Context: an optimization exercise on an open-source flow, tuned for small area, a short achievable clock period and few clock cycles per item. The choices shown serve that exercise and are no tape-out recipe.
In this exercise RTL edits were held to simulation tests only and were not proved equivalent to the original.
Power is estimated from default activity; no workload was simulated.

==> flow/design.v (outline; a module is shown in full before it is edited, if it fits) <==
// module range_cone_point_generator: 491 lines
// module rcpg_mul: 866 lines
module range_cone_point_generator #(
  parameter int MAX_ANGULAR = 8,
  parameter int MAX_AXIAL   = 8
) (
  input  wire logic                      clk,
  input  wire logic                      rst,
  input  wire logic                      psel,
  input  wire logic                      penable,
  input  wire logic                      pwrite,
  input  wire logic [CFG_AW-1:0]         paddr,
  input  wire logic [DATA_W-1:0]         pwdata,
  output logic      [DATA_W-1:0]         prdata,
  output logic                           pready,
  input  wire logic                      in_valid,
  output logic                           in_stall,
  input  wire logic [15:0]               distance,
  input  wire logic [15:0]               lower_bound,
  input  wire logic [15:0]               upper_bound,
  input  wire logic [15:0]               cone_width,
  output logic                           out_valid,
  input  wire logic                      out_stall,
  output logic signed [COORD_W-1:0]      point_x,
  output logic signed [COORD_W-1:0]      point_y,
  output logic signed [COORD_W-1:0]      point_z,
  output logic                           last_point
);
  // ...
==> flow/flow/run.sh <==
#!/bin/bash
set -e
export SETUP_SLACK_MARGIN=7.5
bash standard.sh > standard.log 2>&1
==> flow/standard.sh <==
#!/bin/bash
# synth_recipe.tcl (not shown) runs the flow's synth.tcl, then flattens the netlist and writes it again
# the make line also repeats each setting of config.mk as NAME=value (left out here)
make -C /OpenROAD-flow-scripts/flow DESIGN_CONFIG=/design/flow/config.mk WORK_HOME=/design/flow/orfs CLKGATE_MAP_FILE= SYNTH_SCRIPT=/design/flow/synth_recipe.tcl "${@:-finish}"
==> flow/config.mk <==
export PLATFORM = sky130hd
export DESIGN_NAME = range_cone_point_generator
export DESIGN_NICKNAME = range_cone_point_generator
export VERILOG_FILES = /design/flow/design.v
export SDC_FILE = /design/flow/constraint.sdc
export NUM_CORES = 4
export LEC_CHECK = 0
export ABC_CLOCK_PERIOD_IN_PS = 5000
export CAP_MARGIN = 20
export CORE_MARGIN = 2
export CORE_UTILIZATION = 30
export SLEW_MARGIN = 20
==> flow/constraint.sdc <==
create_clock -name core_clock -period 13.0 [get_ports {clk}]
set_input_delay 2.6000 -clock core_clock [delete_from_list [all_inputs] [get_ports {clk}]]
set_output_delay 2.6000 -clock core_clock [all_outputs]
set_load 0.01 [all_outputs]
==> results.py, run 1 <==
metrics = {
    "run_status": {
        "status": "no timing/DRC/antenna violations",
    },
    "global_route": {
        "track_usage_pct": 21.0,
        "grt_pass1_wl_um": 261000,
        "use_met2_pct": 33.7,
        "grt_max_degree": 88,
    },
    "job": {
        "cap_violations": 0,
    },
    "floorplanning": {
        "boundaryPins": 194,
        "die_w_um": 403,
        "row_count": 146,
    },
    "final_layout": {
        "areaGrowthSynthToFinish_pct": 23.4,
        "layout_commonest_cell": "edfxtp_1",
        "fin_area_um2": 59000,
    },
    "power_and_ir_drop": {
        "ir_worst_vdd_mv": 0.137,
        "intPower_w": 0.00558,
        "leakage_nw": 22.7,
        "cellPowerDensity_nw_per_um2": 173,
        "p_comb_share_pct": 58.4,
        "power.switching_w": 0.00461,
        "clock_net_power_w": 0.00192,
    },
    "placement": {
        "portBuffers": 158,
        "gp_congestion": 0.965,
        "dp_hpwl_um": 123000,
    },
    "critical_path": {
        "critical_path.slowest_cell": "mux4_2",
        "r2r_start": "ps_reg[15]$_DFFE_PN_",
        "crit_path_start_kind": "flop",
        "worst_path_largest_cell_delay_ps": 570,
        "crit_arrival_ps": 3850,
        "cp.depth": 13,
        "path_buf_inv": 2,
    },
    "sta": {
        "tns_ps": 0,
        "fin_crit_ps": 6450,
        "whs_ps": 418,
        "setup_violations": 0,
        "setup_ws_ps": 6550,
        "fin_crit_sh_pct": 49.6,
    },
    "yosys": {
        "synthAdderAreaFrac_pct": 16.5,
        "synth_flop_cell": "edfxtp_1",
        "netlist_instances": 5118,
        "post_synth_main_area_contributors": "edfxtp_1, fa_1, ha_1, xnor2_1, a22oi_1",
    },
    "hold_path": {
        "min_to": "pp_reg[0]$_DFFE_PN_",
        "hp-class": "reg -> reg",
    },
    "clocking": {
        "cts-root-buf": "clkbuf_16",
        "cts_resized": 692,
    },
    "routing": {
        "drtIter0Drc": 4567,
    },
}
Testbench counts, summed over its fixed seeds: cycles 17,607, points 6,594.
==> run 2, diff against run 1 <==
==> flow/run.sh (new file) <==
#!/bin/bash
# synth_recipe.tcl (not shown) runs the flow's synth.tcl, then flattens the netlist and writes it again
# the make line also repeats each setting of config.mk as NAME=value (left out here)
make -C /OpenROAD-flow-scripts/flow DESIGN_CONFIG=/design/flow/config.mk WORK_HOME=/design/flow/orfs CLKGATE_MAP_FILE= SYNTH_SCRIPT=/design/flow/synth_recipe.tcl finish
--- a/flow/config.mk
+++ b/flow/config.mk
@@ -11,2 +11,3 @@
 export CORE_UTILIZATION = 30
+export SETUP_SLACK_MARGIN = 5
 export SLEW_MARGIN = 20
removed: flow/flow/run.sh
removed: flow/standard.sh
==> results.py, run 2 <==
metrics = {
    "run_status": {
        "status": "no timing/DRC/antenna violations",
    },
    "global_route": {
        "grt_use_met1_pct": 26.8,
        "grt_pass1_vias": 39400,
        "track_usage_pct": 20.0,
        "grt_max_degree": 115,
        "antenna_found_initial": 4,
        "overflow": 0,
        "met3_usage_pct": 3.90,
        "use_met2_pct": 31.8,
        "grt_pass1_wl_um": 250000,
        "busiest_layer": "met2",
    },
    "clocking": {
        "cts-root-buf": "clkbuf_16",
        "cts_buffers": 60,
        "clk_latency_ps": 700,
        "cts_tree": "yes",
        "htree_levels": 2,
        "cts_buffer_depth": 3,
        "cts_sinks": 508,
        "cts_hold_buffers": 0,
        "cts.clk_slew.worst_paths_ps": 60,
    },
    "final_layout": {
        "drive_above_1_share_pct": 8.96,
        "most-common-layout-cells": "edfxtp_1, nand2_1, inv_1",
        "multiInputGateArea_um2": 30200,
        "regArea_um2": 14800,
        "layout_commonest_cell": "edfxtp_1",
        "fin_area_um2": 53600,
        "final_net_count": 5677,
        "largest_register_ffs": 128,
        "areaGrowthSynthToFinish_pct": 11.9,
        "fillers": 16100,
    },
    "power_and_ir_drop": {
        "seqPwrFrac_pct": 27.0,
        "pwr-share-clk_pct": 19.5,
        "switching_share_pct": 45.7,
        "ir_worst_vdd_mv": 0.120,
        "intPower_w": 0.00466,
        "power.switching_w": 0.00392,
        "p_comb_share_pct": 53.5,
        "p_total_w": 0.00857,
        "leakage_nw": 20.5,
        "cellPowerDensity_nw_per_um2": 160,
    },
    "yosys": {
        "yosys_warnings": 1,
        "synthArstFlopShare_pct": 0,
        "syn_avg_cell_area_um2": 9.35,
        "netlist_instances": 5118,
        "ys_types": 118,
        "synth-seq-cells": 508,
        "netlist_area_um2": 47900,
        "yosysMostFrequentCell": "edfxtp_1",
        "yosysSeqAreaShare_pct": 30.9,
        "post_synth_main_area_contributors": "edfxtp_1, fa_1, ha_1, xnor2_1, a22oi_1",
        "synth_common_cells": "edfxtp_1, nand2_1, inv_1",
        "yosysTopAreaCell": "edfxtp_1",
        "synth_flop_cell": "edfxtp_1",
        "synth_top_area_share_pct": 29.0,
        "synth_edf_count": 462,
    },
    "critical_path": {
        "cp_max_fo": 13,
        "crit_arrival_ps": 8270,
        "cp.required_ps": 13380,
        "endpoint_kind": "flop",
        "rr_worst_depth": 25,
        "crit_path_start_kind": "flop",
        "critical_path_class": "reg -> reg",
    },
    "routing": {
        "via_per_inst": 5.60,
        "dr.pass1.iters": 6,
        "drtIter0Drc": 4244,
        "wl_um": 166000,
        "vias": 40300,
        "postRouteAntennaNets": 0,
        "drc": 0,
        "post_drt_wl_per_cell_um": 23.1,
    },
    "floorplanning": {
        "coreArea_um2": 158000,
        "die_w_um": 403,
        "boundaryPins": 194,
        "die_area_um2": 163000,
        "row_count": 146,
        "initial_core_util_pct": 30.2,
        "dieHeight_um": 403,
    },
    "sta": {
        "skew_ps": 87.0,
        "fin_crit_ps": 7890,
        "fin_crit_sh_pct": 60.7,
        "tns_ps": 0,
        "slew_headroom_pct": 19.1,
        "setup_violations": 0,
        "tightest_slew_ps": 1210,
        "final-max-slew-violation-count": 0,
        "hold_viol_final": 0,
        "setup_ws_ps": 5110,
        "max_freq_ghz": 0.127,
        "rsz0062_at_grt": "true",
    },
    "placement": {
        "gp_congestion": 0.980,
        "dp_hpwl_um": 121000,
        "post_dp_cell_area_um2": 51400,
        "portBuffers": 158,
        "place_ws_ps": 4760,
    },
    "job": {
        "cap_violations": 0,
    },
    "hold_path": {
        "min_path_cells": 0,
        "hp-class": "reg -> reg",
    },
}
[run 2: cell counts after synthesis]
No cell type changed its count.
[run 2: cell type report]
type	instances	share of cell area [%]
diodes	1	0.00467
repair buffers	260	4.43
inverters	423	2.99
clock buffers	73	2.97
well taps	2072	4.84
flip-flops and latches	508	27.6
multi-input cells	3820	56.5
clock inverters	41	0.677
[run 2: power groups by stage]
| stage | Combinational [W] | Sequential, W | Clock (W) |
|---|---|---|---|
| CTS | 0.00451 | 0.00231 | 0.00172 |
| floorplan | 0.00324 | 0.00219 | 0 |
| global route | 0.00504 | 0.00233 | 0.00178 |
| global placement | 0.00445 | 0.00234 | 0 |
| finish | 0.00458 | 0.00231 | 0.00168 |
| detailed placement | 0.00448 | 0.00234 | 0 |
[run 2: stage by stage]
stage | hold slack, ps | utilization, % | cells
floorplan | 400 | - | 5133
global placement | 401 | 32.5 | 7077
detailed placement | 406 | 32.5 | 7077
CTS | 421 | 33.7 | 7192
global route | 426 | 33.8 | 7198
finish | 418 | 33.8 | 7198
[run 2: cell families (layout without fill, tap and decap cells)]
logic type	after synthesis	in the layout	synth area share, %
buf+inv	805	797	6.62
simple gates	1307	1307	13.0
xor+xnor	507	507	9.40
mux	118	118	4.24
compound gates	1374	1374	19.3
other cells	2	18	0.0157
fa+ha+maj	497	497	16.5
flops	508	508	30.9
[run 2: path summary, 6_finish.rpt]
| kind | start | end | slack [ps] |
|---|---|---|---|
| worst max-delay path | ps_reg[20]$_DFFE_PN_ | a_reg[10]$_DFFE_PN_ | 5110 |
| worst min-delay path | d1l$_SDFFCE_PN1N_ | d2l$_DFFE_PN_ | 420 |
| worst max register to register | ps_reg[20]$_DFFE_PN_ | a_reg[10]$_DFFE_PN_ | 5110 |
| worst min register to register | d1l$_SDFFCE_PN1N_ | d2l$_DFFE_PN_ | 420 |
[run 2: worst max-delay path, cell delays in order, from the launching register on]
cell	delay, ps
edfxtp_1	360
ha_1	520
a21oi_1	340
o21ai_1	250
o41a_1	550
xnor2_2	500
o32a_1	250
nand3_1	270
nor4_2	530
nand3_2	200
or3_4	470
o21ai_2	130
xnor2_1	300
ha_1	400
a21o_1	180
a21o_1	190
a21oi_1	200
o22ai_1	100
a31o_2	240
or2_2	270
a21oi_1	270
o21ai_0	140
a21oi_1	200
xor2_1	350
o21ai_0	160
o211a_1	150
[run 2: what timing repair did]
item | in CTS | in global routing
setup endpoints to repair | 6 | 19
cloned | 0 | 0
hold endpoints to repair | 0 | 0
gates resized for setup | 3 | 19
buffers inserted | 1 | 4
pin swaps | 0 | 0
[run 2: per-layer routing]
layer | routed length [µm] | vias to the layer above | share of wire, %
met4 | 6430 | 4 | 3.9
met2 | 75700 | 1931 | 45
li1 | - | 18200 | -
met5 | 21 | - | 0.013
met1 | 68900 | 19900 | 41
met3 | 15300 | 317 | 9.2
==> module range_cone_point_generator, before the edit <==
module range_cone_point_generator #(
  parameter int MAX_ANGULAR = 8,
  parameter int MAX_AXIAL   = 8
) (
  input  wire logic                      clk,
  input  wire logic                      rst,
  input  wire logic                      psel,
  input  wire logic                      penable,
  input  wire logic                      pwrite,
  input  wire logic [CFG_AW-1:0]         paddr,
  input  wire logic [DATA_W-1:0]         pwdata,
  output logic      [DATA_W-1:0]         prdata,
  output logic                           pready,
  input  wire logic                      in_valid,
  output logic                           in_stall,
  input  wire logic [15:0]               distance,
  input  wire logic [15:0]               lower_bound,
  input  wire logic [15:0]               upper_bound,
  input  wire logic [15:0]               cone_width,
  output logic                           out_valid,
  input  wire logic                      out_stall,
  output logic signed [COORD_W-1:0]      point_x,
  output logic signed [COORD_W-1:0]      point_y,
  output logic signed [COORD_W-1:0]      point_z,
  output logic                           last_point
);
  logic [3:0]  angular_count;
  logic [3:0]  axial_count;
  logic [15:0] range_limit;
  logic [1:0]  reg_idx;
  assign pready  = 1'b1;
  assign reg_idx = paddr[CFG_AW-1:2];
  always_ff @(posedge clk) begin
    if (rst) begin
      angular_count <= ANGULAR_RESET;
      axial_count   <= AXIAL_RESET;
      range_limit   <= LIMIT_RESET;
    end else if (psel && penable && pwrite) begin
      case (reg_idx)
        REG_ANGULAR: angular_count <= pwdata[3:0];
        REG_AXIAL:   axial_count   <= pwdata[3:0];
        REG_LIMIT:   range_limit   <= pwdata[15:0];
        default: ;
      endcase
    end
  end
  always_comb begin
    case (reg_idx)
      REG_ANGULAR: prdata = DATA_W'(angular_count);
      REG_AXIAL:   prdata = DATA_W'(axial_count);
      REG_LIMIT:   prdata = DATA_W'(range_limit);
      default:     prdata = '0;
    endcase
  end
  logic [2:0] m1_cfg;
  logic [2:0] nxm1_cfg;
  always_comb begin
    m1_cfg   = (angular_count == 4'd0) ? 3'd0 : angular_count[3] ? 3'd7 : 3'(angular_count - 4'd1);
    nxm1_cfg = (axial_count == 4'd0)   ? 3'd0 : axial_count[3]   ? 3'd7 : 3'(axial_count - 4'd1);
  end
  localparam logic [1:0] ST_IDLE = 2'd0;
  localparam logic [1:0] ST_ONE  = 2'd1;
  localparam logic [1:0] ST_PAIR = 2'd2;
  localparam logic [1:0] ST_PTS  = 2'd3;
  logic [1:0] st;
  logic       adv;        
  logic       acc;        
  logic       reject;
  logic       idle;
  logic [15:0] r;
  logic [2:0]  m1;         
  logic [2:0]  nxm1;       
  assign idle     = (st == ST_IDLE);
  assign in_stall = !idle;
  assign acc      = in_valid && idle;
  assign reject   = (distance < lower_bound) || (distance > upper_bound) ||
                    (distance > range_limit);
  logic [2:0]  slot;       
  logic [1:0]  pidx;       
  logic [15:0] ang_cur;    
  logic [1:0]  npairs_m1;
  assign npairs_m1 = 2'(((4'(m1) + 4'd1) >> 1) - 4'd1);
  logic [2:0] pi, pj;      
  logic       sub;         
  logic       d1v, d2v, d3v;
  logic [1:0] d1p, d2p, d3p;
  logic       d1sn, d2sn, d3sn;      
  logic       d1ct, d2ct, d3ct;      
  logic [1:0] d1ty, d2ty, d3ty;      
  logic       d1cn, d2cn;            
  logic       d1l, d2l, d3l;         
  logic [16:0] xtab [0:3];     
  logic [31:0] rstab [0:3];
  assign adv = !(d3v && out_stall);
  logic [31:0] a_reg, a_nx;
  logic [15:0] b_reg, b_nx;
  logic [47:0] ps_reg, pc_reg;   
  logic [47:0] mul_s, mul_c;
  logic [47:0] p_reg;            
  rcpg_mul u_mul (.a(a_reg), .b(b_reg), .s(mul_s), .c(mul_c));
  assign p_reg = ps_reg + pc_reg;
  logic [1:0]  ka_reg, ka_nx, kp_reg;    
  logic [1:0]  pa_reg, pp_reg;
  logic        na_reg, na_nx, np_reg;    
  always_ff @(posedge clk) begin
    if (adv) begin
      a_reg  <= a_nx;
      b_reg  <= b_nx;
      ka_reg <= ka_nx;
      pa_reg <= pidx;
      na_reg <= na_nx;
      ps_reg <= mul_s;
      pc_reg <= mul_c;
      kp_reg <= ka_reg;
      pp_reg <= pa_reg;
      np_reg <= na_reg;
    end
  end
  logic [15:0] ang_src;
  logic [13:0] am;
  logic        aswap;
  logic [13:0] tval;
  logic [1:0]  aq;
  logic [2:0]  tseg;       
  logic [10:0] td;
  assign ang_src = ang_cur;
  assign am      = ang_src[13:0];
  assign aq      = ang_src[15:14];
  assign aswap   = am > 14'd8192;
  assign tval    = aswap ? 14'(15'd16384 - {1'b0, am}) : am;
  assign tseg    = tval[13] ? 3'd7 : tval[12:10];
  assign td      = tval[13] ? 11'd1024 : {1'b0, tval[9:0]};
  logic [2:0]  slot_i;
  logic [32:0] hc_c;
  logic [31:0] hprev;
  logic [33:0] apre;
  assign slot_i = slot;
  always_comb begin
    case ({slot_i, tseg})
      6'd0: hc_c = 33'd1386134092;
      6'd8: hc_c = 33'd68041226;
      6'd16: hc_c = 33'd0;
      6'd24: hc_c = 33'd1324739172;
      6'd32: hc_c = 33'd1686629847;
      6'd40: hc_c = 33'd10121;
      6'd48: hc_c = 33'd32768;
      6'd56: hc_c = 33'd4295000040;
      6'd1: hc_c = 33'd1364159263;
      6'd9: hc_c = 33'd417687187;
      6'd17: hc_c = 33'd260990625;
      6'd25: hc_c = 33'd1319914278;
      6'd33: hc_c = 33'd1678528357;
      6'd41: hc_c = 33'd330587577;
      6'd49: hc_c = 33'd421012776;
      6'd57: hc_c = 33'd4274318280;
      6'd2: hc_c = 33'd1362052771;
      6'd10: hc_c = 33'd708381218;
      6'd18: hc_c = 33'd515977881;
      6'd26: hc_c = 33'd1301467506;
      6'd34: hc_c = 33'd1654205400;
      6'd42: hc_c = 33'd658002426;
      6'd50: hc_c = 33'd837940457;
      6'd58: hc_c = 33'd4212472444;
      6'd3: hc_c = 33'd1306419575;
      6'd11: hc_c = 33'd910480113;
      6'd19: hc_c = 33'd769749153;
      6'd27: hc_c = 33'd1268337708;
      6'd35: hc_c = 33'd1614007815;
      6'd43: hc_c = 33'd979205882;
      6'd51: hc_c = 33'd1246796336;
      6'd59: hc_c = 33'd4110060353;
      6'd4: hc_c = 33'd1249571932;
      6'd12: hc_c = 33'd1197491579;
      6'd20: hc_c = 33'd1015606912;
      6'd28: hc_c = 33'd1225442098;
      6'd36: hc_c = 33'd1558262975;
      6'd44: hc_c = 33'd1290828905;
      6'd52: hc_c = 33'd1643645727;
      6'd60: hc_c = 33'd3968063811;
      6'd5: hc_c = 33'd1177922052;
      6'd13: hc_c = 33'd1414962917;
      6'd21: hc_c = 33'd1251662505;
      6'd29: hc_c = 33'd1169445318;
      6'd37: hc_c = 33'd1487506765;
      6'd45: hc_c = 33'd1590092810;
      6'd53: hc_c = 33'd2024666303;
      6'd61: hc_c = 33'd3787854553;
      6'd6: hc_c = 33'd1111053014;
      6'd14: hc_c = 33'd1615736195;
      6'd22: hc_c = 33'd1473910112;
      6'd30: hc_c = 33'd1101798369;
      6'd38: hc_c = 33'd1402399748;
      6'd46: hc_c = 33'd1874076254;
      6'd54: hc_c = 33'd2386189015;
      6'd62: hc_c = 33'd3571166750;
      6'd7: hc_c = 33'd1037977206;
      6'd15: hc_c = 33'd1820439145;
      6'd23: hc_c = 33'd1681555711;
      6'd31: hc_c = 33'd1024252471;
      6'd39: hc_c = 33'd1303780342;
      6'd47: hc_c = 33'd2139973468;
      6'd55: hc_c = 33'd2724731733;
      6'd63: hc_c = 33'd3320086712;
      default: hc_c = 33'd0;
    endcase
  end
  always_comb begin
    case (slot_i)
      3'd2:    hprev = 32'(p_reg >> 14);
      3'd3:    hprev = 32'(p_reg >> 16);
      3'd4:    hprev = 32'(p_reg >> 15);
      3'd5:    hprev = 32'(p_reg >> 13);
      3'd6:    hprev = 32'(p_reg >> 12);
      3'd7:    hprev = 32'(p_reg >> 13);
      default: hprev = '0;
    endcase
    if (slot_i == 3'd3 || slot_i == 3'd4 || slot_i == 3'd7) begin
      apre = 34'(hc_c) - 34'(hprev);
    end else begin
      apre = 34'(hc_c) + 34'(hprev);
    end
  end
  logic s_is_c;     
  assign s_is_c = aswap ^ (aq == 2'd1);
  logic [2:0]  drem;       
  logic [15:0] dnum;       
  logic [4:0]  dtrial;
  logic [4:0]  dd1, dd2, dd3;
  logic [1:0]  dq;
  logic [4:0]  dsub;
  logic [2:0]  m1_src;
  logic [3:0]  arem;       
  logic [15:0] qv;
  logic [2:0]  rv;
  logic [3:0]  rstep;
  logic        aborrow;
  assign m1_src = idle ? m1_cfg : m1;
  assign dtrial = idle ? {3'b000, cone_width[15:14]} : {drem, dnum[15:14]};
  assign dd1    = {2'b00, m1_src};
  assign dd2    = {1'b0, m1_src, 1'b0};
  assign dd3    = 5'(dd1 + dd2);
  always_comb begin
    if (dtrial >= dd3) begin
      dq = 2'd3; dsub = dd3;
    end else if (dtrial >= dd2) begin
      dq = 2'd2; dsub = dd2;
    end else if (dtrial >= dd1) begin
      dq = 2'd1; dsub = dd1;
    end else begin
      dq = 2'd0; dsub = '0;
    end
    qv      = dnum;
    rv      = drem;
    rstep   = {rv, 1'b0};
    aborrow = arem < rstep;
  end
  logic [3:0] nx;
  logic [3:0] two_i;
  logic [3:0] two_j;
  logic       c_sn, c_ct, c_cn, c_last;
  logic [1:0] c_p, c_ty;
  logic [2:0] ieff;
  logic [15:0] cbm, sbm;
  logic [2:0] ni, nj;
  assign nx    = {1'b0, nxm1} + 4'd1;
  assign two_i = {pi, 1'b0};
  assign two_j = {pj, 1'b0};
  always_comb begin
    c_sn   = two_j < {1'b0, m1};
    c_ct   = two_j == {1'b0, m1};
    c_p    = c_ct ? 2'd3 : c_sn ? 2'(pj) : 2'(m1 - pj);
    c_ty   = (pi == 3'd0) ? 2'd0 : (two_i == nx) ? 2'd1 : 2'd2;
    if (c_ct) c_ty = 2'd0;
    c_cn   = two_i > nx;
    ieff   = (two_i < nx) ? pi : 3'(nx - {1'b0, pi});
    c_last = (pi == nxm1) && (pj == m1);
    if (pj == m1) begin
      ni = pi + 3'd1;
      nj = 3'd0;
    end else begin
      ni = pi;
      nj = pj + 3'd1;
      if ((pi != 3'd0) && ({nj, 1'b0} == {1'b0, m1})) nj = nj + 3'd1;
    end
  end
  always_comb begin
    cbm = 16'd0;
    sbm = 16'd0;
    case ({nxm1, ieff[1:0]})
      {3'd2, 2'd1}: begin sbm = 16'd56757; cbm = 16'd32766; end
      {3'd3, 2'd1}: begin sbm = 16'd46341; cbm = 16'd46341; end
      {3'd4, 2'd1}: begin sbm = 16'd38523; cbm = 16'd53018; end
      {3'd4, 2'd2}: begin sbm = 16'd62328; cbm = 16'd20253; end
      {3'd5, 2'd1}: begin sbm = 16'd32766; cbm = 16'd56757; end
      {3'd5, 2'd2}: begin sbm = 16'd56757; cbm = 16'd32766; end
      {3'd6, 2'd1}: begin sbm = 16'd28434; cbm = 16'd59046; end
      {3'd6, 2'd2}: begin sbm = 16'd51237; cbm = 16'd40862; end
      {3'd6, 2'd3}: begin sbm = 16'd63892; cbm = 16'd14586; end
      {3'd7, 2'd1}: begin sbm = 16'd25080; cbm = 16'd60547; end
      {3'd7, 2'd2}: begin sbm = 16'd46341; cbm = 16'd46341; end
      {3'd7, 2'd3}: begin sbm = 16'd60547; cbm = 16'd25080; end
      default: ;
    endcase
  end
  logic push;      
  logic one;       
  always_comb begin
    a_nx  = '0;
    b_nx  = '0;
    ka_nx = 2'd0;
    na_nx = 1'b0;
    push  = 1'b0;
    one   = 1'b0;
    if (st == ST_PAIR) begin
      if (slot_i <= 3'd5) begin
        a_nx = apre[31:0];
        b_nx = 16'(td);
      end else if (slot_i == 3'd6) begin
        a_nx  = 32'(apre[32:16]);
        b_nx  = r;
        ka_nx = s_is_c ? 2'd1 : 2'd2;
      end else begin
        a_nx  = 32'(apre[32:16]);
        b_nx  = r;
        ka_nx = s_is_c ? 2'd2 : 2'd1;
      end
      na_nx = (aq != 2'd0);
      push = (st == ST_PAIR) && c_sn && (pidx > 2'(pj));
    end else if (st == ST_PTS) begin
      a_nx = rstab[c_p];
      b_nx = sub ? sbm : cbm;
      push = (c_ty != 2'd2) || sub;
    end else if (st == ST_ONE) begin
      one  = !d1v && !d2v;
      push = one;
    end
  end
  logic [16:0] y_hold;
  logic [16:0] z_hold;
  always_ff @(posedge clk) begin
    if (rst) begin
      st  <= ST_IDLE;
      d1v <= 1'b0;
      d2v <= 1'b0;
      d3v <= 1'b0;
    end else begin
      if (idle) begin
        if (acc && !reject) begin
          st <= (m1_cfg == 3'd0) ? ST_ONE : ST_PAIR;
        end
      end else if (adv) begin
        if (st == ST_PAIR) begin
          if (slot == 3'd7 && pidx == npairs_m1) st <= ST_PTS;
        end else if (st == ST_PTS) begin
          if (push && c_last) st <= ST_IDLE;
        end else begin
          if (one) st <= ST_IDLE;
        end
      end
      if (adv) begin
        d1v <= push;
        d2v <= d1v;
        d3v <= d2v;
      end
    end
  end
  always_ff @(posedge clk) begin
    if (idle) begin
      r       <= distance;
      m1      <= m1_cfg;
      nxm1    <= nxm1_cfg;
      slot    <= 3'd0;
      pidx    <= '0;
      ang_cur <= 16'(({1'b0, cone_width} + 17'd1) >> 1);
      pi      <= '0;
      pj      <= '0;
      sub     <= 1'b0;
      drem    <= 3'(dtrial - dsub);
      dnum    <= {cone_width[13:0], dq};
      arem    <= cone_width[0] ? 4'd0 : {1'b0, m1_cfg};
    end else if (adv) begin
      if (st == ST_PAIR) begin
        slot <= slot + 3'd1;
        if (slot == 3'd7) begin
          pidx    <= pidx + 2'd1;
          ang_cur <= ang_cur - qv - 16'(aborrow);
          arem    <= 4'(arem - rstep + (aborrow ? {m1, 1'b0} : 4'd0));
        end
        if (pidx == 2'd0 && slot != 3'd7) begin
          drem <= 3'(dtrial - dsub);
          dnum <= {dnum[13:0], dq};
        end
      end
      if (push) begin
        if (c_ty == 2'd2 && !sub) begin
          sub <= 1'b1;
        end else begin
          sub <= 1'b0;
          pi  <= ni;
          pj  <= nj;
        end
      end else if (st == ST_PTS && c_ty == 2'd2) begin
        sub <= 1'b1;
      end
    end
  end
  always_ff @(posedge clk) begin
    if (adv) begin
      if (kp_reg == 2'd1) begin
        xtab[pp_reg] <= 17'((p_reg[32:16] ^ {17{np_reg}}) + 17'(p_reg[15] ^ np_reg));
      end else if (st == ST_PAIR && slot == 3'd7 && pidx == npairs_m1 && !m1[0]) begin
        xtab[3] <= {1'b0, r};
      end else if (one) begin
        xtab[0] <= {1'b0, r};
      end
      if (kp_reg == 2'd2) begin
        rstab[pp_reg] <= p_reg[31:0];
      end else if (one) begin
        rstab[0] <= '0;
      end
    end
  end
  logic       e_sn, e_ct, e_cn, e_l;
  logic [1:0] e_p, e_ty;
  always_comb begin
    e_p  = c_p;
    e_sn = c_sn;
    e_ct = c_ct;
    e_ty = c_ty;
    e_cn = c_cn;
    e_l  = c_last;
    if (st == ST_ONE) begin
      e_p  = 2'd0;
      e_sn = 1'b0;
      e_ct = 1'b0;
      e_ty = 2'd0;
      e_l  = 1'b1;
    end
  end
  always_ff @(posedge clk) begin
    if (adv) begin
      d1p  <= e_p;
      d1sn <= e_sn;
      d1ct <= e_ct;
      d1ty <= e_ty;
      d1cn <= e_cn;
      d1l  <= e_l;
      d2p  <= d1p;
      d2sn <= d1sn;
      d2ct <= d1ct;
      d2ty <= d1ty;
      d2cn <= d1cn;
      d2l  <= d1l;
      d3p  <= d2p;
      d3sn <= d2sn;
      d3ct <= d2ct;
      d3ty <= d2ty;
      d3l  <= d2l;
      if (d1v && d1ty == 2'd2) begin
        y_hold <= 17'(({1'b0, p_reg[47:32]} ^ {17{d1sn ^ d1cn}}) + 17'(p_reg[31] ^ d1sn ^ d1cn));
      end
      if (d2v && d2ty == 2'd2) begin
        z_hold <= 17'(({1'b0, p_reg[47:32]} ^ {17{d2sn}}) + 17'(p_reg[31] ^ d2sn));
      end
    end
  end
  logic [31:0] o_rs;
  logic [16:0] o_v;        
  logic [16:0] o_y, o_z;
  assign o_rs = rstab[d3p];
  assign o_v  = 17'(({1'b0, o_rs[31:16]} ^ {17{d3sn}}) + 17'(o_rs[15] ^ d3sn));
  always_comb begin
    o_y = '0;
    o_z = '0;
    if (!d3ct) begin
      case (d3ty)
        2'd0:    o_y = o_v;
        2'd1:    o_z = o_v;
        default: begin
          o_y = y_hold;
          o_z = z_hold;
        end
      endcase
    end
  end
  assign out_valid  = d3v;
  assign point_x    = xtab[d3p];
  assign point_y    = o_y;
  assign point_z    = o_z;
  assign last_point = d3l;
endmodule
==> run 3, diff against run 2 <==
--- a/flow/design.v
+++ b/flow/design.v
@@ -102,8 +102,9 @@
   logic       d1v, d2v, d3v;
-  logic [1:0] d1p, d2p, d3p;
-  logic       d1sn, d2sn, d3sn;      
-  logic       d1ct, d2ct, d3ct;      
-  logic [1:0] d1ty, d2ty, d3ty;      
-  logic       d1cn, d2cn;            
-  logic       d1l, d2l, d3l;         
+  logic [1:0] d1p, d2p;
+  logic       d1sn, d2sn;      
+  logic       d1ct, d2ct;      
+  logic [1:0] d1ty, d2ty;      
+  logic       d1cn, d2cn;      
+  logic       d1l, d2l, d3l;   
+  logic [16:0] d3x, d3y, d3z;
   logic [16:0] xtab [0:3];     
@@ -288,3 +289,3 @@
     c_p    = c_ct ? 2'd3 : c_sn ? 2'(pj) : 2'(m1 - pj);
-    c_ty   = (pi == 3'd0) ? 2'd0 : (two_i == nx) ? 2'd1 : 2'd2;
+    c_ty   = (pi == 3'd0) ? 2'd0 : (two_i == nx) ? 2'd1 : c_sn ? 2'd2 : 2'd3;
     if (c_ct) c_ty = 2'd0;
@@ -354,4 +355,4 @@
   end
-  logic [16:0] y_hold;
-  logic [16:0] z_hold;
+  logic [15:0] ytab [0:3];     
+  logic [15:0] ztab [0:3];
   always_ff @(posedge clk) begin
@@ -470,13 +471,8 @@
       d2l  <= d1l;
-      d3p  <= d2p;
-      d3sn <= d2sn;
-      d3ct <= d2ct;
-      d3ty <= d2ty;
+      d3x  <= xtab[d2p];
+      d3y  <= o_y;
+      d3z  <= o_z;
       d3l  <= d2l;
-      if (d1v && d1ty == 2'd2) begin
-        y_hold <= 17'(({1'b0, p_reg[47:32]} ^ {17{d1sn ^ d1cn}}) + 17'(p_reg[31] ^ d1sn ^ d1cn));
-      end
-      if (d2v && d2ty == 2'd2) begin
-        z_hold <= 17'(({1'b0, p_reg[47:32]} ^ {17{d2sn}}) + 17'(p_reg[31] ^ d2sn));
-      end
+      if (d1v && d1ty == 2'd2) ytab[d1p] <= 16'(p_reg[47:32] + 16'(p_reg[31]));
+      if (d2v && d2ty == 2'd2) ztab[d2p] <= 16'(p_reg[47:32] + 16'(p_reg[31]));
     end
@@ -484,6 +480,18 @@
   logic [31:0] o_rs;
-  logic [16:0] o_v;        
+  logic        o_nt, o_zp;
+  logic [16:0] o_ys, o_zs;
+  logic        o_yb, o_zb, o_yn, o_zn;
+  logic [16:0] o_yv, o_zv;
   logic [16:0] o_y, o_z;
-  assign o_rs = rstab[d3p];
-  assign o_v  = 17'(({1'b0, o_rs[31:16]} ^ {17{d3sn}}) + 17'(o_rs[15] ^ d3sn));
+  assign o_rs = rstab[d2p];
+  assign o_nt = d2ty[1];
+  assign o_zp = (d2ty == 2'd2);
+  assign o_ys = o_nt ? {1'b0, ytab[d2p]} : {1'b0, o_rs[31:16]};
+  assign o_yb = o_nt ? 1'b0 : o_rs[15];
+  assign o_yn = d2sn ^ (o_nt & d2cn);
+  assign o_zs = o_zp ? {1'b0, p_reg[47:32]} : o_nt ? {1'b0, ztab[d2p]} : {1'b0, o_rs[31:16]};
+  assign o_zb = o_zp ? p_reg[31] : o_nt ? 1'b0 : o_rs[15];
+  assign o_zn = d2sn;
+  assign o_yv = 17'((o_ys ^ {17{o_yn}}) + 17'(o_yb ^ o_yn));
+  assign o_zv = 17'((o_zs ^ {17{o_zn}}) + 17'(o_zb ^ o_zn));
   always_comb begin
@@ -491,9 +499,9 @@
     o_z = '0;
-    if (!d3ct) begin
-      case (d3ty)
-        2'd0:    o_y = o_v;
-        2'd1:    o_z = o_v;
+    if (!d2ct) begin
+      case (d2ty)
+        2'd0:    o_y = o_yv;
+        2'd1:    o_z = o_zv;
         default: begin
-          o_y = y_hold;
-          o_z = z_hold;
+          o_y = o_yv;
+          o_z = o_zv;
         end
@@ -503,5 +511,5 @@
   assign out_valid  = d3v;
-  assign point_x    = xtab[d3p];
-  assign point_y    = o_y;
-  assign point_z    = o_z;
+  assign point_x    = d3x;
+  assign point_y    = d3y;
+  assign point_z    = d3z;
   assign last_point = d3l;
==> flow/flow/run.sh (new file) <==
#!/bin/bash
set -e
export SETUP_SLACK_MARGIN=7.0
bash standard.sh > standard.log 2>&1
==> flow/standard.sh (new file) <==
#!/bin/bash
# synth_recipe.tcl (not shown) runs the flow's synth.tcl, then flattens the netlist and writes it again
# the make line also repeats each setting of config.mk as NAME=value (left out here)
make -C /OpenROAD-flow-scripts/flow DESIGN_CONFIG=/design/flow/config.mk WORK_HOME=/design/flow/orfs CLKGATE_MAP_FILE= SYNTH_SCRIPT=/design/flow/synth_recipe.tcl "${@:-finish}"
--- a/flow/config.mk
+++ b/flow/config.mk
@@ -10,4 +10,3 @@
 export CORE_MARGIN = 2
-export CORE_UTILIZATION = 30
-export SETUP_SLACK_MARGIN = 5
+export CORE_UTILIZATION = 45
 export SLEW_MARGIN = 20
removed: flow/run.sh
==> results.py, run 3 <==
metrics = {
    "run_status": {
        "status": "no timing/DRC/antenna violations",
    },
    "final_layout": {
        "largest_register_ffs": 128,
        "drive_above_1_share_pct": 16.4,
        "areaGrowthSynthToFinish_pct": 17.4,
        "instances_no_fill": 6978,
        "final_net_count": 5991,
        "layout_commonest_cell": "edfxtp_1",
        "most-common-layout-cells": "edfxtp_1, nand2_1, inv_1",
        "top_register": "rstab",
    },
    "placement": {
        "dp_hpwl_um": 128000,
        "post-place-cells": 6675,
        "portBuffers": 158,
        "gp_congestion": 0.995,
    },
    "critical_path": {
        "reg2reg_setup_slack_ps": 5870,
        "crit_arrival_ps": 7480,
        "worst_path_largest_cell_delay_ps": 580,
        "critical_path.slowest_cell": "or4_4",
        "rr_worst_depth": 29,
        "critical_path_class": "reg -> reg",
        "path_common_cell": "buf_4",
        "endpoint_kind": "flop",
        "cp.required_ps": 13350,
        "cp_max_fo": 6,
        "r2r_end": "a_reg[15]$_DFFE_PN_",
        "crit_path_start_kind": "flop",
        "crit_start": "pc_reg[5]$_DFFE_PN_",
        "r2r_start": "pc_reg[5]$_DFFE_PN_",
    },
    "sta": {
        "slew_headroom_pct": 14.6,
        "whs_ps": 420,
        "rsz0062_at_grt": "true",
        "final-max-slew-violation-count": 0,
        "setup_violations": 0,
        "skew_ps": 50.1,
        "fin_crit_ps": 7130,
        "hold_viol_final": 0,
        "max_freq_ghz": 0.140,
        "fin_crit_sh_pct": 54.8,
        "tightest_slew_ps": 1270,
        "tns_ps": 0,
    },
    "yosys": {
        "synth-seq-cells": 648,
        "synth_flop_cell": "edfxtp_1",
        "synth_edf_count": 602,
        "ys_types": 115,
        "yosys_warnings": 1,
        "yosysSeqAreaShare_pct": 36.1,
        "netlist_area_um2": 52600,
        "post_synth_main_area_contributors": "edfxtp_1, fa_1, ha_1, xnor2_1, mux4_2",
        "yosysMostFrequentCell": "edfxtp_1",
        "synthArstFlopShare_pct": 0,
        "syn_avg_cell_area_um2": 9.99,
        "synth_common_cells": "edfxtp_1, nand2_1, inv_1",
        "netlist_instances": 5268,
        "yosysTopAreaCell": "edfxtp_1",
        "synth_top_area_share_pct": 34.4,
    },
    "global_route": {
        "track_usage_pct": 29.4,
        "grt_use_met1_pct": 38.8,
        "busiest_layer": "met2",
        "use_met2_pct": 46.7,
        "grt_max_degree": 112,
        "antenna_found_initial": 9,
        "grt_pass1_wl_um": 267000,
        "grt_pass1_vias": 41900,
        "overflow": 0,
        "met3_usage_pct": 6.13,
    },
    "floorplanning": {
        "die_w_um": 346,
        "boundaryPins": 194,
        "dieHeight_um": 346,
        "coreArea_um2": 116000,
        "die_area_um2": 120000,
        "row_count": 125,
        "initial_core_util_pct": 45.3,
    },
    "clocking": {
        "cts_tree": "yes",
        "cts_sinks": 648,
        "htree_levels": 3,
        "cts_buffer_depth": 3,
        "clk_latency_ps": 680,
        "cts.clk_slew.worst_paths_ps": 60,
        "cts-root-buf": "clkbuf_16",
        "cts_buffers": 73,
    },
    "job": {
        "cap_violations": 0,
    },
    "hold_path": {
        "worstHoldStart": "d2l$_DFFE_PN_",
        "min_path_cells": 0,
        "hp-class": "reg -> reg",
        "min_to": "d3l$_DFFE_PN_",
    },
    "power_and_ir_drop": {
        "p_total_w": 0.00903,
        "cellPowerDensity_nw_per_um2": 146,
        "ir_worst_vdd_mv": 0.109,
        "leakage_nw": 23.5,
    },
    "routing": {
        "drtIter0Drc": 4694,
        "drc": 0,
        "dr.pass1.iters": 6,
        "vias": 43200,
        "wl_um": 180000,
        "post_drt_wl_per_cell_um": 25.9,
        "postRouteAntennaNets": 0,
        "via_per_inst": 6.19,
    },
}
## run 3: timing repair
action	CTS	global route
endpoints found under the setup margin	48	44
cloned	3	1
pin swaps	84	78
setup buffers	88	69
resized for setup	379	114
hold buffers	0	0
## run 3: logic make-up (layout without fill, tap and decap cells)
group | count (synthesis) | after routing | synth area share (%)
AOI/OAI and AO/OA | 1358 | 1358 | 17.3
xor gates and xnor gates | 488 | 488 | 8.18
muxes | 173 | 173 | 5.63
adders and majority gates | 496 | 496 | 15.0
other | 2 | 22 | 0.0143
buffers and inverters | 794 | 960 | 5.87
and+or+nand+nor | 1309 | 1309 | 11.9
DFF | 648 | 648 | 36.1
## run 3: how the worst max path moves through the flow
stage,end,slack [ps],cells after the start
4_1_cts,a_reg[16]$_DFFE_PN_,5940,28
2_1_floorplan,a_reg[13]$_DFFE_PN_,6650,27
3_5_place_dp,a_reg[27]$_DFFE_PN_,4520,26
3_3_place_gp,a_reg[27]$_DFFE_PN_,4530,26
5_1_grt,a_reg[15]$_DFFE_PN_,5690,29
6_report,a_reg[15]$_DFFE_PN_,5870,29
## run 3: area by class of cell
type	count	area [µm²]
Tap cell	1524	1910
Fill cell	10300	54300
Clock buffer	83	1880
Timing Repair Buffer	407	3740
Antenna cell	5	12.5
Sequential cell	648	19000
Clock inverter	53	634
Inverter	417	1590
Multi-Input combinational cell	3841	33000
## run 3: power breakdown
| group | switching, W | leakage (nW) | total [W] | internal, W |
|---|---|---|---|---|
| combinational | 0.00252 | 15.8 | 0.00407 | 0.00155 |
| sequential | 0.000171 | 6.52 | 0.00279 | 0.00262 |
| clock | 0.000912 | 1.20 | 0.00217 | 0.00126 |
| total | 0.00360 | 23.5 | 0.00903 | 0.00543 |
## run 3: through the flow
| stage | utilization, % | setup slack (ps) | area, µm² |
|---|---|---|---|
| 3_3_place_gp | 48.1 | 4530 | 55800 |
| 5_1_grt | 53.2 | 5690 | 61800 |
| 4_1_cts | 52.2 | 5940 | 60600 |
| 2_1_floorplan | - | 6650 | 53000 |
| 3_5_place_dp | 48.1 | 4520 | 55800 |
| 6_report | 53.2 | 5870 | 61800 |
## run 3: metal layers
layer,share of wire (%),vias to the layer above,wire length [µm]
met5,0.039,-,70
met4,4.9,10,8890
met3,9.3,448,16700
met2,45,2156,81700
met1,40,21200,73000
li1,-,19300,-
## run 3: critical path: cells and delay by family (launching register included)
family | cells | cell delay (ps)
compound gates | 11 | 2630
simple gates | 10 | 2150
fa+ha+maj | 2 | 650
buf+inv | 4 | 530
flops | 1 | 420
xor+xnor | 2 | 410
Testbench counts of run 3, summed over its fixed seeds: cycles 15,673, points 6,594.
==> run 4, diff against run 3 <==
--- a/flow/design.v
+++ b/flow/design.v
@@ -100,5 +100,10 @@
   logic [2:0] pi, pj;      
-  logic       sub;         
+  logic       rflip;       
+  logic       cact;        
+  logic [2:0] cstep;       
+  logic [1:0] cieff;       
+  logic       cflip;       
   logic       d1v, d2v, d3v;
   logic [1:0] d1p, d2p;
+  logic [2:0] d1q, d2q;        
   logic       d1sn, d2sn;      
@@ -114,9 +119,7 @@
   logic [15:0] b_reg, b_nx;
-  logic [47:0] ps_reg, pc_reg;   
-  logic [47:0] mul_s, mul_c;
-  logic [47:0] p_reg;            
+  logic [47:0] mul_s, mul_c;     
+  logic [47:0] p_reg;
   rcpg_mul u_mul (.a(a_reg), .b(b_reg), .s(mul_s), .c(mul_c));
-  assign p_reg = ps_reg + pc_reg;
-  logic [1:0]  ka_reg, ka_nx, kp_reg;    
-  logic [1:0]  pa_reg, pp_reg;
+  logic [2:0]  ka_reg, ka_nx, kp_reg;    
+  logic [2:0]  pa_reg, pa_nx, pp_reg;
   logic        na_reg, na_nx, np_reg;    
@@ -127,6 +130,5 @@
       ka_reg <= ka_nx;
-      pa_reg <= pidx;
+      pa_reg <= pa_nx;
       na_reg <= na_nx;
-      ps_reg <= mul_s;
-      pc_reg <= mul_c;
+      p_reg  <= mul_s + mul_c;
       kp_reg <= ka_reg;
@@ -136,16 +138,13 @@
   end
-  logic [15:0] ang_src;
-  logic [13:0] am;
+  logic [15:0] ang_nx;
+  logic [13:0] am_nx;
+  logic        aswap_nx;
+  logic [13:0] tval_nx;
   logic        aswap;
-  logic [13:0] tval;
   logic [1:0]  aq;
-  logic [2:0]  tseg;       
+  logic [2:0]  tseg;
   logic [10:0] td;
-  assign ang_src = ang_cur;
-  assign am      = ang_src[13:0];
-  assign aq      = ang_src[15:14];
-  assign aswap   = am > 14'd8192;
-  assign tval    = aswap ? 14'(15'd16384 - {1'b0, am}) : am;
-  assign tseg    = tval[13] ? 3'd7 : tval[12:10];
-  assign td      = tval[13] ? 11'd1024 : {1'b0, tval[9:0]};
+  assign am_nx    = ang_nx[13:0];
+  assign aswap_nx = am_nx > 14'd8192;
+  assign tval_nx  = aswap_nx ? 14'(15'd16384 - {1'b0, am_nx}) : am_nx;
   logic [2:0]  slot_i;
@@ -273,2 +272,3 @@
     aborrow = arem < rstep;
+    ang_nx  = idle ? 16'(({1'b0, cone_width} + 17'd1) >> 1) : 16'(ang_cur - qv - 16'(aborrow));
   end
@@ -282,2 +282,11 @@
   logic [2:0] ni, nj;
+  logic [2:0] c_q;         
+  logic       cstart;      
+  logic [3:0] two_in;
+  logic [2:0] ieffn;
+  logic [1:0] rieff;       
+  logic [2:0] cpos;        
+  logic [1:0] ck;
+  logic [2:0] cq;
+  logic       cfl;
   assign nx    = {1'b0, nxm1} + 4'd1;
@@ -294,2 +303,7 @@
     c_last = (pi == nxm1) && (pj == m1);
+    c_q    = rflip ? 3'(npairs_m1 + 2'd1 - c_p) : {1'b0, c_p};
+    two_in = {pi + 3'd1, 1'b0};
+    ieffn  = (two_in < nx) ? 3'(pi + 3'd1) : 3'(nx - {1'b0, pi + 3'd1});
+    cstart = (st == ST_PTS) && !c_sn && !c_ct && (c_p == npairs_m1) &&
+             (pi != nxm1) && (two_in != nx);
     if (pj == m1) begin
@@ -304,5 +318,12 @@
   always_comb begin
+    cpos  = cstart ? 3'd0 : cstep;
+    ck    = cpos[2:1];
+    cfl   = cstart ? !cflip : cflip;
+    cq    = cfl ? 3'(npairs_m1 + 2'd1 - ck) : {1'b0, ck};
+    rieff = cstart ? ieffn[1:0] : cieff;
+  end
+  always_comb begin
     cbm = 16'd0;
     sbm = 16'd0;
-    case ({nxm1, ieff[1:0]})
+    case ({nxm1, rieff})
       {3'd2, 2'd1}: begin sbm = 16'd56757; cbm = 16'd32766; end
@@ -327,3 +348,4 @@
     b_nx  = '0;
-    ka_nx = 2'd0;
+    ka_nx = 3'd0;
+    pa_nx = {1'b0, pidx};
     na_nx = 1'b0;
@@ -338,3 +360,3 @@
         b_nx  = r;
-        ka_nx = s_is_c ? 2'd1 : 2'd2;
+        ka_nx = s_is_c ? 3'd1 : 3'd2;
       end else begin
@@ -342,3 +364,3 @@
         b_nx  = r;
-        ka_nx = s_is_c ? 2'd2 : 2'd1;
+        ka_nx = s_is_c ? 3'd2 : 3'd1;
       end
@@ -347,5 +369,7 @@
     end else if (st == ST_PTS) begin
-      a_nx = rstab[c_p];
-      b_nx = sub ? sbm : cbm;
-      push = (c_ty != 2'd2) || sub;
+      a_nx  = (kp_reg == 3'd2 && pp_reg[1:0] == ck) ? p_reg[31:0] : rstab[ck];
+      b_nx  = cpos[0] ? sbm : cbm;
+      ka_nx = (cstart || cact) ? (cpos[0] ? 3'd4 : 3'd3) : 3'd0;
+      pa_nx = cq;
+      push  = 1'b1;
     end else if (st == ST_ONE) begin
@@ -355,4 +379,6 @@
   end
-  logic [15:0] ytab [0:3];     
-  logic [15:0] ztab [0:3];
+  logic [15:0] ytab [0:4];     
+  logic [15:0] ztab [0:4];
+  logic [15:0] prnd;           
+  assign prnd = 16'(p_reg[47:32] + 16'(p_reg[31]));
   always_ff @(posedge clk) begin
@@ -391,6 +417,12 @@
       pidx    <= '0;
-      ang_cur <= 16'(({1'b0, cone_width} + 17'd1) >> 1);
+      ang_cur <= ang_nx;
+      aq      <= ang_nx[15:14];
+      aswap   <= aswap_nx;
+      tseg    <= tval_nx[13] ? 3'd7 : tval_nx[12:10];
+      td      <= tval_nx[13] ? 11'd1024 : {1'b0, tval_nx[9:0]};
       pi      <= '0;
       pj      <= '0;
-      sub     <= 1'b0;
+      rflip   <= 1'b0;
+      cflip   <= 1'b1;
+      cact    <= 1'b0;
       drem    <= 3'(dtrial - dsub);
@@ -403,3 +435,7 @@
           pidx    <= pidx + 2'd1;
-          ang_cur <= ang_cur - qv - 16'(aborrow);
+          ang_cur <= ang_nx;
+          aq      <= ang_nx[15:14];
+          aswap   <= aswap_nx;
+          tseg    <= tval_nx[13] ? 3'd7 : tval_nx[12:10];
+          td      <= tval_nx[13] ? 11'd1024 : {1'b0, tval_nx[9:0]};
           arem    <= 4'(arem - rstep + (aborrow ? {m1, 1'b0} : 4'd0));
@@ -412,11 +448,14 @@
       if (push) begin
-        if (c_ty == 2'd2 && !sub) begin
-          sub <= 1'b1;
-        end else begin
-          sub <= 1'b0;
-          pi  <= ni;
-          pj  <= nj;
-        end
-      end else if (st == ST_PTS && c_ty == 2'd2) begin
-        sub <= 1'b1;
+        pi <= ni;
+        pj <= nj;
+        if (ni != pi) rflip <= cfl;
+      end
+      if (cstart) begin
+        cact  <= 1'b1;
+        cstep <= 3'd1;
+        cieff <= ieffn[1:0];
+        cflip <= !cflip;
+      end else if (cact) begin
+        cstep <= cstep + 3'd1;
+        if (cstep == {npairs_m1, 1'b1}) cact <= 1'b0;
       end
@@ -426,4 +465,4 @@
     if (adv) begin
-      if (kp_reg == 2'd1) begin
-        xtab[pp_reg] <= 17'((p_reg[32:16] ^ {17{np_reg}}) + 17'(p_reg[15] ^ np_reg));
+      if (kp_reg == 3'd1) begin
+        xtab[pp_reg[1:0]] <= 17'((p_reg[32:16] ^ {17{np_reg}}) + 17'(p_reg[15] ^ np_reg));
       end else if (st == ST_PAIR && slot == 3'd7 && pidx == npairs_m1 && !m1[0]) begin
@@ -433,4 +472,4 @@
       end
-      if (kp_reg == 2'd2) begin
-        rstab[pp_reg] <= p_reg[31:0];
+      if (kp_reg == 3'd2) begin
+        rstab[pp_reg[1:0]] <= p_reg[31:0];
       end else if (one) begin
@@ -460,2 +499,4 @@
       d1p  <= e_p;
+      d1q  <= c_q;
+      d2q  <= d1q;
       d1sn <= e_sn;
@@ -475,4 +516,4 @@
       d3l  <= d2l;
-      if (d1v && d1ty == 2'd2) ytab[d1p] <= 16'(p_reg[47:32] + 16'(p_reg[31]));
-      if (d2v && d2ty == 2'd2) ztab[d2p] <= 16'(p_reg[47:32] + 16'(p_reg[31]));
+      if (kp_reg == 3'd3) ytab[pp_reg] <= prnd;
+      if (kp_reg == 3'd4) ztab[pp_reg] <= prnd;
     end
@@ -487,8 +528,8 @@
   assign o_nt = d2ty[1];
-  assign o_zp = (d2ty == 2'd2);
-  assign o_ys = o_nt ? {1'b0, ytab[d2p]} : {1'b0, o_rs[31:16]};
+  assign o_zp = (kp_reg == 3'd4) && (pp_reg == d2q);
+  assign o_ys = o_nt ? {1'b0, ytab[d2q]} : {1'b0, o_rs[31:16]};
   assign o_yb = o_nt ? 1'b0 : o_rs[15];
   assign o_yn = d2sn ^ (o_nt & d2cn);
-  assign o_zs = o_zp ? {1'b0, p_reg[47:32]} : o_nt ? {1'b0, ztab[d2p]} : {1'b0, o_rs[31:16]};
-  assign o_zb = o_zp ? p_reg[31] : o_nt ? 1'b0 : o_rs[15];
+  assign o_zs = !o_nt ? {1'b0, o_rs[31:16]} : o_zp ? {1'b0, prnd} : {1'b0, ztab[d2q]};
+  assign o_zb = !o_nt ? o_rs[15] : 1'b0;
   assign o_zn = d2sn;
==> results.py, run 4 <==
metrics = {
    "yosys": {
        "yosysMostFrequentCell": "edfxtp_1",
        "netlist_area_um2": 53000,
        "synth_common_cells": "edfxtp_1, nand2_1, inv_1",
        "synth_top_area_share_pct": 35.0,
        "yosys_warnings": 1,
        "syn_avg_cell_area_um2": 10.2,
        "netlist_instances": 5218,
        "yosysSeqAreaShare_pct": 36.9,
        "synthArstFlopShare_pct": 0,
        "yosysTopAreaCell": "edfxtp_1",
        "ys_types": 101,
        "synth_edf_count": 617,
        "synth_flop_cell": "edfxtp_1",
        "synth-seq-cells": 668,
        "post_synth_main_area_contributors": "edfxtp_1, fa_1, ha_1, xnor2_1, a22oi_1",
    },
    "routing": {
        "drc": 0,
        "drtIter0Drc": 4844,
        "post_drt_wl_per_cell_um": 24.9,
        "vias": 42200,
        "wl_met1_um": 71100,
        "postRouteAntennaNets": 0,
        "dr.pass1.iters": 6,
        "highest_layer": "met5",
        "via_per_inst": 6.16,
        "wl_met2_um": 77000,
        "dr_wl_met3_um": 16000,
        "wl_um": 171000,
    },
    "final_layout": {
        "areaGrowthSynthToFinish_pct": 14.4,
        "layout_commonest_cell": "edfxtp_1",
        "utilization_pct": 52.0,
        "fillers": 10300,
        "most-common-layout-cells": "edfxtp_1, nand2_1, inv_1",
        "top_register": "rstab",
        "multiInputGateArea_um2": 31600,
        "final_net_count": 5890,
        "regArea_um2": 19600,
        "largest_register_ffs": 128,
        "drive_above_1_share_pct": 13.3,
    },
    "sta": {
        "hold_viol_final": 0,
        "tns_ps": 0,
        "rsz0062_at_grt": "true",
        "slew_headroom_pct": 25.7,
        "final-max-slew-violation-count": 0,
        "max_freq_ghz": 0.162,
        "fin_crit_sh_pct": 47.5,
        "setup_violations": 0,
        "tightest_slew_ps": 1110,
        "skew_ps": 36.0,
        "fin_crit_ps": 6170,
    },
    "critical_path": {
        "crit_path_start_kind": "flop",
        "path_common_cell": "fa_1",
        "worst_path_largest_cell_delay_ps": 550,
        "r2r_end": "p_reg[42]$_DFFE_PN_",
        "critical_path.slowest_cell": "fa_1",
        "cp_max_fo": 7,
        "r2r_start": "b_reg[1]$_DFFE_PN_",
        "crit_arrival_ps": 6550,
        "critical_path_class": "reg -> reg",
        "path_buf_inv": 6,
        "path_cells": "buf_12 > ha_4 > buf_12 > buf_16 > a22oi_1 > xnor2_1 > ha_1 > fa_1 > fa_1 > inv_1 > fa_1 > inv_1 > fa_1 > ha_4 > a21o_1 > a21o_1 > a311o_1 > a21oi_4 > buf_4 > nand4_1 > a31oi_2 > o21bai_1 > xor2_1",
        "reg2reg_setup_slack_ps": 6830,
        "setup.worst_path.end": "p_reg[42]$_DFFE_PN_",
        "crit_start": "b_reg[1]$_DFFE_PN_",
        "cp.required_ps": 13380,
        "endpoint_kind": "flop",
        "rr_worst_depth": 23,
        "cp.depth": 23,
        "cp_top_family": "adder cells",
    },
    "power_and_ir_drop": {
        "ir_worst_vdd_mv": 0.111,
        "cellPowerDensity_nw_per_um2": 115,
        "leakage_nw": 23.1,
    },
    "floorplanning": {
        "row_count": 125,
        "boundaryPins": 194,
        "initial_core_util_pct": 45.5,
        "dieHeight_um": 347,
        "die_area_um2": 121000,
        "die_w_um": 347,
        "coreArea_um2": 117000,
    },
    "clocking": {
        "cts-root-buf": "clkbuf_16",
        "cts_tree": "yes",
        "cts_hold_buffers": 0,
        "cts_buffers": 71,
        "cts_buffer_depth": 3,
        "clk_latency_ps": 650,
        "cts.clk_slew.worst_paths_ps": 60,
        "htree_levels": 3,
        "cts_sinks": 668,
    },
    "global_route": {
        "track_usage_pct": 27.6,
        "grt_pass1_wl_um": 255000,
        "overflow": 0,
        "grt_pass1_vias": 41100,
        "grt_max_degree": 87,
        "antenna_found_initial": 3,
    },
    "placement": {
        "gp_congestion": 0.944,
        "portBuffers": 158,
        "dp_hpwl_um": 114000,
    },
    "run_status": {
        "status": "no timing/DRC/antenna violations",
    },
    "hold_path": {
        "hp-class": "reg -> reg",
    },
    "job": {
        "cap_violations": 0,
    },
}
## run 4: changes by cell type after synthesis, sizes merged, moves of 22 or more
cell | before | now
a221oi | 13 | 50
a311oi | 12 | 37
a21oi | 321 | 294
mux2i | 52 | 74
o211ai | 44 | 21
and2 | 56 | 101
mux4 | 96 | 74
o22ai | 17 | 40
nor3 | 86 | 64
nor2 | 364 | 277
o21ai | 268 | 228
xor2 | 161 | 183
## run 4: cell type report
class	count	area share, %
timing repair inverter	1	0.0144
sequential	668	32.3
inverter	404	2.57
antenna	2	0.00826
timing repair buffer	375	6.28
clock buffer	85	3.02
clock inverter	41	0.551
multi-input combinational	3753	52.1
tap	1524	3.15
## run 4: how the worst min path moves through the flow
stage / slack [ps] / from / to / depth (start not counted)
after global placement: 400 / ka_reg[0]$_DFFE_PN_ / kp_reg[0]$_DFFE_PN_ / 0
after global routing: 430 / ka_reg[0]$_DFFE_PN_ / kp_reg[0]$_DFFE_PN_ / 0
after floorplan: 400 / d1cn$_DFFE_PN_ / d2cn$_DFFE_PN_ / 0
after CTS: 420 / d1l$_SDFFCE_PP1N_ / d2l$_DFFE_PN_ / 0
final: 420 / d1l$_SDFFCE_PP1N_ / d2l$_DFFE_PN_ / 0
after detailed placement: 410 / d1l$_SDFFCE_PP1N_ / d2l$_DFFE_PN_ / 0
## run 4: routing by layer
metal	up-vias	GRT usage (%)
li1	18900	-
met1	20800	37.8
met2	2052	43.1
met3	369	5.76
met4	4	10.1
met5	-	0
## run 4: through the flow
| stage | worst slack, ps | std cells | cell area, µm² | power [W] | hold slack (ps) |
|---|---|---|---|---|---|
| floorplan | 7010 | 5233 | 53100 | 0.00415 | 400 |
| global placement | 5330 | 6605 | 55800 | 0.00485 | 401 |
| detailed placement | 5260 | 6605 | 55800 | 0.00487 | 405 |
| CTS | 6830 | 6815 | 59800 | 0.00691 | 419 |
| global route | 6660 | 6851 | 60600 | 0.00730 | 431 |
| finish | 6830 | 6853 | 60600 | 0.00699 | 421 |
## run 4: worst reg2reg max path: stages (launching register included)
cell,delay (ps)
edfxtp_1,440
buf_12,160
ha_4,250
buf_12,150
buf_16,150
a22oi_1,210
xnor2_1,160
ha_1,260
fa_1,450
fa_1,490
inv_1,50
fa_1,520
inv_1,90
fa_1,550
ha_4,240
a21o_1,210
a21o_1,190
a311o_1,430
a21oi_4,200
buf_4,140
nand4_1,130
a31oi_2,190
o21bai_1,100
xor2_1,150
## run 4: cells by family (layout without fill, tap and decap cells)
| kind of cell | count (synthesis) | after routing | share of synthesized area [%] |
|---|---|---|---|
| AOI/OAI and AO/OA | 1314 | 1314 | 16.6 |
| and+or+nand+nor | 1203 | 1203 | 11.1 |
| buffers and inverters | 812 | 906 | 6.04 |
| DFF | 668 | 668 | 36.9 |
| xor gates and xnor gates | 516 | 516 | 8.55 |
| adders and majority gates | 509 | 509 | 15.2 |
| muxes | 194 | 194 | 5.55 |
| other | 2 | 19 | 0.0142 |
## run 4: timing repair
action	in CTS	in global routing
gates cloned	10	0
buffers inserted	74	35
pin swaps	57	91
endpoints found under the setup margin	93	77
gates resized for setup	274	122
## run 4: report_power, final
| part | leakage, nW | internal [W] | total [W] | switching [W] |
|---|---|---|---|---|
| clock network | 1.05 | 0.00106 | 0.00192 | 0.000867 |
| logic | 15.4 | 0.000858 | 0.00224 | 0.00138 |
| registers | 6.61 | 0.00260 | 0.00283 | 0.000226 |
| total | 23.1 | 0.00451 | 0.00699 | 0.00248 |
Testbench counts of run 4, summed over its fixed seeds: cycles 13,739, points 6,594.

-- what the ideal ports hide --
Ports are ideal in the flow. The routed layouts listed here were re-timed in OpenROAD. Step 1 sets driving cells, clkbuf_16 on the clock port and buf_2 on the other inputs (assumed; they add their load-dependent delay and slew). Step 2, shift: input delay + t, output delay - t, t = (earliest + latest rising clock arrival at the registers) / 2. This alone moves slack from input paths to output paths. a / b / c = ideal / step 1 / step 2; a / b = the first two.
run | t, ns | setup WS [ns] | worst setup path after step 2 | slew at the worst register clock pin (ns)
run 1 | 0.764 | 6.546 / 6.457 / 6.590 | register to register | 0.07 / 0.07
run 2 | 0.746 | 5.114 / 5.114 / 5.114 | register to register | 0.07 / 0.07
run 3 | 0.730 | 5.874 / 5.874 / 5.874 | register to register | 0.07 / 0.07
run 4 | 0.686 | 6.830 / 6.830 / 6.604 | input to register | 0.07 / 0.07
After both steps every run listed still meets setup and hold. For run 4, which loses most, drivers alone change the setup slack by 0.000 ns; drivers and shift together by -0.226 ns.
